Context: an optimization exercise on an open-source flow, tuned for small area, a short achievable clock period and few clock cycles per item. The choices shown serve that exercise and are no tape-out recipe.
Power is estimated from default activity; no workload was simulated.

==> module positional_list_insert_delete_unit, before the edit <==
module positional_list_insert_delete_unit (
  input  wire logic               clk,
  input  wire logic               rst_n,
  input  wire logic               in_valid,
  output logic                    in_ready,
  input  wire logic [38:0]        in_data,
  output logic                    out_valid,
  input  wire logic               out_ready,
  output logic [39:0]             out_data
);
  localparam int N  = plid_pkg::CAPACITY;
  localparam int SW = plid_pkg::SLOT_W;
  localparam int CW = plid_pkg::CNT_W;
  localparam int OW = plid_pkg::OCNT_W;
  localparam int PW = plid_pkg::POS_W;
  plid_pkg::plid_in_t in_pkt;
  assign in_pkt = in_data;
  logic [CW-1:0]                      cnt_r, cnt_nxt;
  logic [N-1:0]                       cth_r, cth_nxt;  
  logic [SW-1:0]                      ptr_r [N];
  logic signed [plid_pkg::DATA_W-1:0] mem_q [N];
  logic                               dmp_r;      
  logic [SW-1:0]                      rem_r;      
  logic                               out_valid_r;
  plid_pkg::plid_out_t                out_r;
  logic                slot_free, acc, full, empty, one;
  logic                is_app, is_ins, is_del, is_dmp, dmp_elems;
  logic                pos_le_cnt, pos_lt_cnt;
  logic                ins_do, del_do, rot;
  logic [N-1:0]        ins_gt, ins_eq, del_ge, cnt_eq;
  logic [N:0]          cge;
  logic [CW-1:0]       cnt_inc, cnt_dec;
  logic [N-1:0]        cth_inc, cth_dec;
  logic [N-1:0]        oh_head;
  logic [N-1:0]        we_r;
  logic [1:0]          stat;
  logic [SW-1:0]       del_slot;
  logic [N-1:0]        s_up, s_lt, s_dn, s_lh, s_hd;
  logic [SW-1:0]       ptr_nxt [N];
  logic signed [plid_pkg::DATA_W-1:0] rd_val;
  logic                emit, lst;
  always_comb begin
    slot_free  = !out_valid_r || out_ready;
    in_ready   = slot_free && !dmp_r;
    acc        = in_valid && in_ready;
    full       = cth_r[N-1];
    empty      = !cth_r[0];
    one        = cth_r[0] && !cth_r[1];
    for (int i = 0; i < N; i++) begin
      cnt_eq[i] = (i == 0) ? !cth_r[0] : (cth_r[i-1] && !cth_r[i]);
    end
    is_app     = in_pkt.cmd == plid_pkg::CMD_APPEND;
    is_ins     = in_pkt.cmd == plid_pkg::CMD_INSERT;
    is_del     = in_pkt.cmd == plid_pkg::CMD_DELETE;
    is_dmp     = in_pkt.cmd == plid_pkg::CMD_DUMP;
    cge        = {cth_r, 1'b1};
    pos_lt_cnt = !in_pkt.position[PW-1] && cth_r[in_pkt.position[SW-1:0]];
    pos_le_cnt = in_pkt.position[PW-1] ? (in_pkt.position[SW-1:0] == '0 && full)
                                       : cge[in_pkt.position[SW-1:0]];
    ins_do     = acc && !full && (is_app || is_ins);
    del_do     = acc && is_del;
    for (int i = 0; i < N; i++) begin
      if (is_app) begin
        ins_gt[i] = (i == 0) ? 1'b0 : !cth_r[i-1];
        ins_eq[i] = cnt_eq[i];
      end else begin
        ins_gt[i] = PW'(i) > in_pkt.position;
        ins_eq[i] = PW'(i) == in_pkt.position;
      end
      del_ge[i] = PW'(i) >= in_pkt.position;
    end
    del_slot   = ptr_r[in_pkt.position[SW-1:0]];
    stat = plid_pkg::STAT_OK;
    if (is_app || is_ins) begin
      if (full) stat = plid_pkg::STAT_FULL;
      else if (!is_app && !pos_le_cnt) stat = plid_pkg::STAT_RANGE;
    end else if (is_del) begin
      if (!pos_lt_cnt) stat = plid_pkg::STAT_RANGE;
    end else begin
      if (empty) stat = plid_pkg::STAT_RANGE;
    end
    cnt_inc = cnt_r + 1'b1;
    cnt_dec = cnt_r - 1'b1;
    cth_inc = {cth_r[N-2:0], 1'b1};
    cth_dec = {1'b0, cth_r[N-1:1]};
    cnt_nxt = cnt_r;
    cth_nxt = cth_r;
    if (acc && !full && (is_app || (is_ins && pos_le_cnt))) begin
      cnt_nxt = cnt_inc;
      cth_nxt = cth_inc;
    end
    if (acc && is_del && pos_lt_cnt) begin
      cnt_nxt = cnt_dec;
      cth_nxt = cth_dec;
    end
    dmp_elems = is_dmp && !empty;
    oh_head   = N'(1) << ptr_r[0];
    rd_val    = '0;
    for (int i = 0; i < N; i++) rd_val |= {plid_pkg::DATA_W{oh_head[i]}} & mem_q[i];
    emit      = slot_free && dmp_r;
    lst       = rem_r == SW'(1);
    rot       = emit || (acc && dmp_elems);
  end
  always_ff @(posedge clk) begin
    if (!rst_n) begin
      cnt_r       <= '0;
      cth_r       <= '0;
      dmp_r       <= 1'b0;
      out_valid_r <= 1'b0;
    end else begin
      cnt_r       <= cnt_nxt;
      cth_r       <= cth_nxt;
      out_valid_r <= !slot_free || dmp_r || acc;
      if (emit) begin
        if (lst) dmp_r <= 1'b0;
      end else if (acc && dmp_elems && !one) begin
        dmp_r <= 1'b1;
      end
    end
  end
  always_ff @(posedge clk) begin
    if (emit) rem_r <= rem_r - 1'b1;
    else if (acc) rem_r <= SW'(cnt_dec);
  end
  always_ff @(posedge clk) begin
    if (slot_free) begin
      if (dmp_r) begin
        out_r.status    <= plid_pkg::STAT_OK;
        out_r.elem_out  <= rd_val;
        out_r.count_now <= OW'(cnt_r);
        out_r.last      <= lst;
      end else if (acc) begin
        out_r.status    <= stat;
        out_r.elem_out  <= dmp_elems ? rd_val : '0;
        out_r.count_now <= OW'(cnt_nxt);
        out_r.last      <= !dmp_elems || one;
      end
    end
  end
  always_comb begin
    for (int i = 0; i < N; i++) begin
      s_up[i] = ins_do && ins_gt[i];
      s_lt[i] = ins_do && ins_eq[i];
      s_dn[i] = (del_do && del_ge[i]) || (rot && i < N - 1 && cth_r[(i + 1) % N]);
      s_lh[i] = rot && ((i == N - 1) ? full : cnt_eq[(i + 1) % N]);
      s_hd[i] = !(s_up[i] || s_lt[i] || s_dn[i] || s_lh[i]);
      ptr_nxt[i] = ({SW{s_up[i]}} & ptr_r[(i + N - 1) % N]) |
                   ({SW{s_lt[i]}} & ptr_r[N-1]) |
                   ({SW{s_dn[i]}} & ((i == N - 1) ? del_slot : ptr_r[(i + 1) % N])) |
                   ({SW{s_lh[i]}} & ptr_r[0]) |
                   ({SW{s_hd[i]}} & ptr_r[i]);
    end
  end
  always_ff @(posedge clk) begin
    for (int i = 0; i < N; i++) ptr_r[i] <= rst_n ? ptr_nxt[i] : SW'(i);
  end
  always_ff @(posedge clk) begin
    we_r <= rst_n ? (N'(1) << ptr_nxt[N-1]) & {N{!cth_nxt[N-1]}} : N'(1) << (N - 1);
  end
  for (genvar g = 0; g < N; g++) begin : g_slot
    plid_cell u_cell (
      .clk   (clk),
      .we    (we_r[g]),
      .wdata (in_pkt.elem_value),
      .q     (mem_q[g])
    );
  end
  assign out_valid = out_valid_r;
  assign out_data  = out_r;
endmodule
clock: 4.2 ns
lec_check: 0
cap_margin: 20
core_margin: 2
core_utilization: 40
cts_buf_list: sky130_fd_sc_hd__clkbuf_8 sky130_fd_sc_hd__clkbuf_16
cts_cluster_diameter: 80
cts_cluster_size: 20
setup_slack_margin: 1.9
slew_margin: 20
run.sh (not shown) runs the stock make flow with config.mk's settings and CLKGATE_MAP_FILE= SYNTH_SCRIPT=/design/flow/synth_recipe.tcl, a recipe that flattens the netlist after the stock synthesis.
Change:
--- a/flow/design.v
+++ b/flow/design.v
@@ -75,12 +75,11 @@
   logic                ins_do, del_do, rot;
   logic [N-1:0]        ins_gt, ins_eq, del_ge, cnt_eq;
   logic [N:0]          cge;
   logic [CW-1:0]       cnt_inc, cnt_dec;
   logic [N-1:0]        cth_inc, cth_dec;
-  logic [N-1:0]        oh_head;
-  logic [N-1:0]        we_r;
+  logic [N-1:0]        oh_head, oh_top;
   logic [1:0]          stat;
   logic [SW-1:0]       del_slot;
   logic [N-1:0]        s_up, s_lt, s_dn, s_lh, s_hd;
   logic [SW-1:0]       ptr_nxt [N];
   logic signed [plid_pkg::DATA_W-1:0] rd_val;
@@ -139,10 +138,11 @@
       cnt_nxt = cnt_dec;
       cth_nxt = cth_dec;
     end
     dmp_elems = is_dmp && !empty;
     oh_head   = N'(1) << ptr_r[0];
+    oh_top    = N'(1) << ptr_r[N-1];
     rd_val    = '0;
     for (int i = 0; i < N; i++) rd_val |= {plid_pkg::DATA_W{oh_head[i]}} & mem_q[i];
     emit      = slot_free && dmp_r;
     lst       = rem_r == SW'(1);
     rot       = emit || (acc && dmp_elems);
@@ -198,17 +198,14 @@
     end
   end
   always_ff @(posedge clk) begin
     for (int i = 0; i < N; i++) ptr_r[i] <= rst_n ? ptr_nxt[i] : SW'(i);
   end
-  always_ff @(posedge clk) begin
-    we_r <= rst_n ? (N'(1) << ptr_nxt[N-1]) & {N{!cth_nxt[N-1]}} : N'(1) << (N - 1);
-  end
   for (genvar g = 0; g < N; g++) begin : g_slot
     plid_cell u_cell (
       .clk   (clk),
-      .we    (we_r[g]),
+      .we    (!full && oh_top[g]),
       .wdata (in_pkt.elem_value),
       .q     (mem_q[g])
     );
   end
   assign out_valid = out_valid_r;
Outcome:
- The new run completed without violations
- cell count grows by 3.6%
- cell area is about the same
- total power came out lower by 3.0%
- sequential power goes down by 2.8%
- worst hold slack improved by 23 ps
- global-route usage goes up by 1.5 points
- maximum frequency decreases by 2.6%
- first-iteration DRC count climbs by 11%
No run of this note included a check of the RTL's function; only the layout flow was run.

re-timing with driven ports:
The flow's constraints put no driver on any port. The routed layouts listed below were extracted and timed again, unchanged, in two steps. Step 1 (the two cells are an assumption about what drives the block):
set clk [get_ports {clk}]
set_driving_cell -lib_cell sky130_fd_sc_hd__clkbuf_16 $clk
set_driving_cell -lib_cell sky130_fd_sc_hd__buf_2 [delete_from_list [all_inputs] $clk]
Step 2 times the ports against the registers' clock, not the clock port: input delays grow and output delays shrink by t, the midpoint of the rising clock arrivals with the driver on. Three values: ideal ports, drivers, drivers and shift; two values: the first two.
run | t (ns) | slack for setup (ns) | worst data-port slew with drivers (ns) | cell pins on the clock port's net
the first run | 0.672 | 1.910 / 1.919 / 1.269 | 0.12 | 1
the second run | 0.675 | 1.850 / 1.826 / 1.258 | 0.11 | 1
After both steps every run listed still meets setup and hold. For the first run, which loses most, drivers alone change the setup slack by +0.009 ns; drivers and shift together by -0.641 ns.
